Context: an optimization exercise on an open-source flow, tuned for small area, a short achievable clock period and few clock cycles. The choices shown serve that exercise and are no tape-out recipe. Only simulation tests tie the RTL to the original design; equivalence was not proved. No activity file was given, so power comes from the tool's default toggle rates.

== the baseline ==
==> flow/design.v <==
`timescale 1ns/100ps
package ahci_dma_pkg;
    typedef logic [31:0] addr_t;        
    typedef logic [63:0] qword_t;       
    typedef logic [31:0] dword_t;       
    typedef logic [4:0]  ct_index_t;    
    typedef logic [15:0] prd_count_t;   
    typedef logic [18:0] qw_count_t;    
    typedef logic [3:0]  burst_len_t;   
    typedef logic [3:0]  cache_t;       
    typedef logic [5:0]  axi_id_t;
    localparam burst_len_t CT_BURST_LEN  = 4'd15;    
    localparam burst_len_t PRD_BURST_LEN = 4'd1;     
    localparam burst_len_t MAX_BURST_LEN = 4'd15;
    localparam addr_t      PRDT_OFFSET   = 32'h80;
    localparam cache_t     CACHE_DEFAULT = 4'h3;
    localparam axi_id_t    ID_CT   = 6'd0;
    localparam axi_id_t    ID_PRD  = 6'd1;
    localparam axi_id_t    ID_DATA = 6'd2;
    localparam int         FIFO_QWORDS = 32;
    localparam int         PRD_IRQ_BIT = 31;         
    localparam int         PRD_DBC_MSB = 21;         
    typedef enum logic [2:0] {
        st_idle, st_ct, st_prd, st_data, st_drain
    } dma_state_t;
    typedef enum logic [1:0] {
        kind_ct, kind_prd, kind_data
    } req_kind_t;
endpackage
`timescale 1ns/100ps
module ahci_dma (
    input  logic       hclk,
    input  logic       hrst,
    input  logic       cmd_start,
    input  ahci_dma_pkg::addr_t      ctba,
    input  ahci_dma_pkg::prd_count_t prdtl,
    input  ahci_dma_pkg::ct_index_t  ct_addr,
    input  logic       ct_re,
    output ahci_dma_pkg::dword_t     ct_data,
    output logic       ct_busy,
    output logic       cmd_busy,
    output logic       cmd_done,
    output logic       prd_done,
    output logic       prd_irq,
    output ahci_dma_pkg::dword_t     sys_out,
    output logic       sys_dav,
    input  logic       sys_re,
    input  ahci_dma_pkg::cache_t     cache_wr_data,
    input  logic       cache_we,
    output ahci_dma_pkg::addr_t      araddr,
    output ahci_dma_pkg::burst_len_t arlen,
    output ahci_dma_pkg::axi_id_t    arid,
    output ahci_dma_pkg::cache_t     arcache,
    output logic [2:0] arsize,
    output logic [1:0] arburst,
    output logic       arvalid,
    input  logic       arready,
    input  ahci_dma_pkg::qword_t     rdata,
    input  logic       rvalid,
    input  logic       rlast,
    input  ahci_dma_pkg::axi_id_t    rid,
    output logic       rready
);
    logic rx, rx_ct, rx_prd, rx_dat;
    assign rx     = rvalid && rready;
    assign rx_ct  = rx && ct_busy;
    assign rx_prd = rx && rid[0];
    assign rx_dat = rx && rid[1];
    logic [3:0] cfg;
    always_ff @(posedge hclk) begin
        if (hrst) begin
            cfg <= ahci_dma_pkg::CACHE_DEFAULT;
        end else if (cache_we) begin
            cfg <= cache_wr_data;
        end
    end
    assign arcache = cfg;
    logic [63:0] cr [4][4];
    logic [1:0]  cg;
    logic [3:0]  ct_cnt;                    
    logic [1:0]  ct_e;                      
    logic        ok_no, ok_rx, mode_rx;
    logic [3:0]  ctw;                       
    logic [3:0]  ctw_no, ctw_rx;
    logic [1:0]  grp_rx;
    logic        ct_rdy_nx;                 
    always_ff @(posedge hclk) begin
        for (int m = 0; m < 4; m++) begin
            cr[m][0] <= ctw[m] ? rdata : cr[m][3];
            cr[m][1] <= cr[m][0];
            cr[m][2] <= cr[m][1];
            cr[m][3] <= cr[m][2];
        end
    end
    assign ct_e    = ct_cnt[1:0];
    assign ok_no   = (ct_cnt == 4'd0) || (cg + 2'd2 == ct_e);
    assign ok_rx   = (ct_cnt == 4'd0) || (cg + 2'd1 == ct_e);
    assign mode_rx = (ct_cnt != 4'd15);
    assign grp_rx  = ct_cnt[3:2] + {1'b0, ct_e == 2'd3};
    always_comb begin
        for (int m = 0; m < 4; m++) begin
            ctw_no[m] = ok_no && (ct_cnt[3:2] == 2'(m));
            ctw_rx[m] = mode_rx && ok_rx && (grp_rx == 2'(m));
        end
    end
    assign ct_rdy_nx = rx_ct ? (!mode_rx || ok_rx) : ok_no;
    always_ff @(posedge hclk) begin
        cg <= (rx_ct && ct_cnt == 4'd0) ? 2'd0 : cg + 2'd1;
        if (hrst) begin
            ctw <= 4'd0;
        end else if (cmd_start) begin
            ctw <= 4'd1;
        end else begin
            ctw <= ct_busy ? (rx_ct ? ctw_rx : ctw_no) : 4'd0;
        end
        if (hrst || cmd_start) begin
            ct_cnt <= 4'd0;
        end else if (rx_ct) begin
            ct_cnt <= ct_cnt + 4'd1;
        end
    end
    logic [31:0] rd_sel;
    logic [31:0] rd_or;
    logic [3:0]  rd_slot;
    always_comb begin
        for (int i = 0; i < 4; i++) begin
            rd_slot[i] = (ct_addr[2:1] == cg - 2'(i));
        end
        rd_or = 32'd0;
        for (int m = 0; m < 4; m++) begin
            for (int i = 0; i < 4; i++) begin
                for (int h = 0; h < 2; h++) begin
                    rd_sel[8*m + 2*i + h] = (ct_addr[4:3] == 2'(m)) && (ct_addr[0] == 1'(h)) &&
                                            rd_slot[i];
                    rd_or = rd_or | ({32{rd_sel[8*m + 2*i + h]}} & cr[m][i][32*h +: 32]);
                end
            end
        end
    end
    always_ff @(posedge hclk) begin
        ct_data <= rd_or;
    end
    logic [28:0] ar_a;                      
    logic [1:0]  ar_id;
    logic [27:0] prd_ptr;                   
    logic [27:0] prd_nxt;
    logic [15:0] prds_left;                 
    logic        prds_nz;
    logic [14:0] bcnt;                      
    logic        bz, b1;                    
    logic [3:0]  tail;                      
    logic        irq_cur;
    logic        o1, o2;                    
    logic        o1_nx, o2_nx;
    logic        fin;                       
    logic        st_ct, st_prd, st_pw, st_dat, st_dw;
    logic        inc, dec, fin_end;
    logic        nxt_prd;                   
    logic        adv;                       
    logic        pb0, pb1;                  
    assign araddr  = {ar_a, 3'b000};
    assign arid    = {4'd0, ar_id};
    assign arsize  = 3'd3;
    assign arburst = 2'b01;
    assign prd_nxt = prd_ptr + 28'd1;
    assign inc     = st_dat && arready;
    assign dec     = rx_dat && rlast;
    assign fin_end = dec && fin && !o2;
    assign o1_nx   = inc || (o1 && !(dec && !o2));
    assign o2_nx   = (inc && !dec && o1) || (o2 && (!dec || inc));
    assign nxt_prd = ((st_ct && arready) || (inc && bz)) && prds_nz;
    assign adv     = inc && !bz;
    assign pb0     = st_pw && rx_prd && !rlast;
    assign pb1     = st_pw && rx_prd && rlast;
    always_ff @(posedge hclk) begin
        if (hrst) begin
            arvalid   <= 1'b0;
            st_ct     <= 1'b0;
            st_prd    <= 1'b0;
            st_pw     <= 1'b0;
            st_dat    <= 1'b0;
            st_dw     <= 1'b0;
            o1        <= 1'b0;
            o2        <= 1'b0;
            fin       <= 1'b0;
            prds_left <= 16'd0;
            prds_nz   <= 1'b0;
        end else begin
            o1 <= o1_nx;
            o2 <= o2_nx;
            if (fin_end) begin
                fin <= 1'b0;
            end
            if (cmd_start) begin
                arvalid   <= 1'b1;
                st_ct     <= 1'b1;
                prds_left <= prdtl;
                prds_nz   <= (prdtl != 16'd0);
            end
            if (st_ct && arready) begin
                st_ct   <= 1'b0;
                st_prd  <= prds_nz;
                arvalid <= prds_nz;
            end
            if (st_prd && arready) begin
                st_prd  <= 1'b0;
                st_pw   <= 1'b1;
                arvalid <= 1'b0;
            end
            if (pb1) begin
                st_pw     <= 1'b0;
                st_dat    <= 1'b1;
                arvalid   <= 1'b1;
                prds_left <= prds_left - 16'd1;
                prds_nz   <= (prds_left != 16'd1);
            end
            if (inc && bz) begin
                fin     <= 1'b1;
                st_dat  <= 1'b0;
                st_prd  <= prds_nz;
                arvalid <= prds_nz;
            end
            if (adv && (o2 || (o1 && !dec))) begin
                st_dat  <= 1'b0;                
                st_dw   <= 1'b1;
                arvalid <= 1'b0;
            end
            if (st_dw && !o2) begin
                st_dw   <= 1'b0;
                st_dat  <= 1'b1;
                arvalid <= 1'b1;
            end
        end
    end
    always_ff @(posedge hclk) begin
        if (cmd_start) begin
            ar_a    <= {ctba[31:7], 4'd0};
            arlen   <= ahci_dma_pkg::CT_BURST_LEN;
            ar_id   <= 2'd0;
            prd_ptr <= {ctba[31:7], 3'b111};
        end
        if (nxt_prd) begin
            ar_a    <= {prd_nxt, 1'b0};
            arlen   <= ahci_dma_pkg::PRD_BURST_LEN;
            ar_id   <= 2'd1;
            prd_ptr <= prd_nxt;
        end
        if (adv) begin
            ar_a[28:4] <= ar_a[28:4] + 25'd1;
            bcnt       <= bcnt - 15'd1;
            bz         <= b1;
            b1         <= (bcnt == 15'd2);
            arlen      <= b1 ? tail : ahci_dma_pkg::MAX_BURST_LEN;
        end
        if (pb0) begin
            ar_a <= rdata[31:3];
        end
        if (pb1) begin
            bcnt    <= rdata[53:39];
            bz      <= (rdata[53:39] == 15'd0);
            b1      <= (rdata[53:39] == 15'd1);
            tail    <= rdata[38:35];
            irq_cur <= rdata[63];
            arlen   <= (rdata[53:39] != 15'd0) ? ahci_dma_pkg::MAX_BURST_LEN : rdata[38:35];
            ar_id   <= 2'd2;
        end
    end
    logic [63:0] fq_d [3];
    logic [2:0]  fq_t [3];                  
    logic [2:0]  wp, rp;                    
    logic [2:0]  cnt;                       
    logic        hi;                        
    logic        ld, deq, pop, up, dn, full_nx;
    logic [2:0]  o_t;
    logic [63:0] head_d;
    logic [2:0]  head_t;
    logic        done_nx;
    logic [2:0]  fw;                        
    assign pop     = sys_dav && sys_re;
    assign ld      = !sys_dav || sys_re;
    assign deq     = ld && cnt[0] && hi;
    assign up      = rx_dat && !deq;
    assign dn      = deq && !rx_dat;
    assign full_nx = !deq && (cnt[2] || (cnt[1] && rx_dat));
    assign done_nx = (pop && o_t[2]) || (rx_ct && rlast && !prds_nz);
    always_comb begin
        head_d = 64'd0;
        head_t = 3'd0;
        for (int i = 0; i < 3; i++) begin
            head_d = head_d | ({64{rp[i]}} & fq_d[i]);
            head_t = head_t | ({3{rp[i]}} & fq_t[i]);
        end
    end
    always_ff @(posedge hclk) begin
        for (int i = 0; i < 3; i++) begin
            if (fw[i]) begin
                fq_d[i] <= rdata;
                fq_t[i] <= {fin_end && !prds_nz, fin_end && irq_cur, fin_end};
            end
        end
        if (ld && cnt[0]) begin
            sys_out <= hi ? head_d[63:32] : head_d[31:0];
            o_t     <= hi ? head_t : 3'd0;
        end
    end
    always_ff @(posedge hclk) begin
        if (hrst) begin
            wp       <= 3'b001;
            fw       <= 3'b001;
            rp       <= 3'b001;
            cnt      <= 3'b000;
            hi       <= 1'b0;
            sys_dav  <= 1'b0;
            rready   <= 1'b1;
            ct_busy  <= 1'b0;
            cmd_busy <= 1'b0;
            cmd_done <= 1'b0;
            prd_done <= 1'b0;
            prd_irq  <= 1'b0;
        end else begin
            if (up) begin
                cnt <= {cnt[1:0], 1'b1};
            end else if (dn) begin
                cnt <= {1'b0, cnt[2:1]};
            end
            if (ct_busy) begin
                rready <= ct_rdy_nx;            
            end else begin
                rready <= !full_nx || !o1_nx;
            end
            if (rx_dat) begin
                wp <= {wp[1:0], wp[2]};
            end
            fw <= full_nx ? 3'b000 : (rx_dat ? {wp[1:0], wp[2]} : wp);
            if (deq) begin
                rp <= {rp[1:0], rp[2]};
            end
            if (ld) begin
                sys_dav <= cnt[0];
                if (cnt[0]) begin
                    hi <= !hi;
                end
            end
            prd_done <= pop && o_t[0];
            prd_irq  <= pop && o_t[1];
            cmd_done <= done_nx;
            if (cmd_start) begin
                ct_busy  <= 1'b1;
                cmd_busy <= 1'b1;
            end else begin
                if (rx_ct && rlast) begin
                    ct_busy <= 1'b0;
                end
                if (done_nx) begin
                    cmd_busy <= 1'b0;
                end
            end
        end
    end
endmodule
clock: 6.0 ns
lec_check: 0
cap_margin: 20
core_margin: 2
core_utilization: 40
cts_cluster_diameter: 100
cts_cluster_size: 30
setup_slack_margin: 3.5
slew_margin: 20
run.sh (not shown) runs the stock make flow with config.mk's settings and CLKGATE_MAP_FILE= SYNTH_SCRIPT=/design/flow/synth_recipe.tcl, a recipe that flattens the netlist after the stock synthesis.
Testbench counts of the baseline, summed over its fixed seeds: cycles 56,609.
### the baseline -> the candidate
--- a/flow/design.v
+++ b/flow/design.v
@@ -80,14 +80,15 @@
     logic [3:0]  ct_cnt;                    
     logic [1:0]  ct_e;                      
     logic        ok_no, ok_rx, mode_rx;
     logic [3:0]  ctw;                       
+    logic [3:0]  ctk;                       
     logic [3:0]  ctw_no, ctw_rx;
     logic [1:0]  grp_rx;
     logic        ct_rdy_nx;                 
     always_ff @(posedge hclk) begin
         for (int m = 0; m < 4; m++) begin
-            cr[m][0] <= ctw[m] ? rdata : cr[m][3];
+            cr[m][0] <= ({64{ctw[m]}} & rdata) | ({64{ctk[m]}} & cr[m][3]);
             cr[m][1] <= cr[m][0];
             cr[m][2] <= cr[m][1];
             cr[m][3] <= cr[m][2];
         end
@@ -107,12 +108,15 @@
     always_ff @(posedge hclk) begin
         cg <= (rx_ct && ct_cnt == 4'd0) ? 2'd0 : cg + 2'd1;
         if (hrst) begin
             ctw <= 4'd0;
+            ctk <= 4'hf;
         end else if (cmd_start) begin
             ctw <= 4'd1;
+            ctk <= 4'he;
         end else begin
             ctw <= ct_busy ? (rx_ct ? ctw_rx : ctw_no) : 4'd0;
+            ctk <= ct_busy ? ~(rx_ct ? ctw_rx : ctw_no) : 4'hf;
         end
         if (hrst || cmd_start) begin
             ct_cnt <= 4'd0;
         end else if (rx_ct) begin
==> notes.md <==
- The candidate reports a higher antenna cell count than the baseline does.
- The final reports for the candidate and the baseline show utilization higher in the former.
- The candidate gives less setup slack than the baseline did.
- Reported for the baseline and the candidate, number of enable flip-flop cells after synthesis turned out identical to the last digit.
- The remaining number of nets flagged by the antenna check after routing on the candidate is in line with that on the baseline.
- The baseline → the candidate: final cell count without fillers increased by 22 relative to the old numbers, synthesized instance count increased by about 1% relative to the old numbers, area of all placed cells without fillers closely matched the old numbers, wire length increased by about 7.5% relative to the old numbers, number of max-slew violations in the final report closely matched the old numbers.
- Taking the baseline as the reference, in the candidate proportion of power drawn by combinational gates increased by 1.5 points relative to the old numbers, total standard cell area after synthesis down 440 µm², total power picked up an extra 2.5%, final RePlAce weighted congestion saw an increase.
Testbench counts of the candidate, summed over its fixed seeds: cycles 56,609.

[separate check: timing with driven ports]
How much do the figures lean on ideal ports? The routed layouts below were timed once more, with nothing changed but the port constraints.
Step 1 (the two cells are an assumption about what drives the block):
set clk [get_ports {hclk}]
set_driving_cell -lib_cell sky130_fd_sc_hd__clkbuf_16 $clk
set_driving_cell -lib_cell sky130_fd_sc_hd__buf_2 [delete_from_list [all_inputs] $clk]
Step 2 adds t to the input delays and takes it off the output delays; t is the mean of the earliest and latest rising clock arrival at the registers after step 1. Input paths then give back, and output paths get back, about the clock's delay inside the block.
a / b / c = ideal / step 1 / step 2; a / b = the first two.
| run | t, ns | setup slack, ns | slew at the worst register clock pin (ns) | worst data-port slew with drivers (ns) | cell pins on the clock port's net |
|---|---|---|---|---|---|
| the baseline | 0.770 | 3.431 / 3.279 / 2.509 | 0.12 / 0.12 | 0.34 | 1 |
| the candidate | 0.782 | 3.424 / 3.263 / 2.481 | 0.12 / 0.12 | 0.30 | 1 |
After both steps setup and hold are still met in every run listed. For the candidate, which loses most, drivers alone change the setup slack by -0.161 ns; drivers and shift together by -0.943 ns.
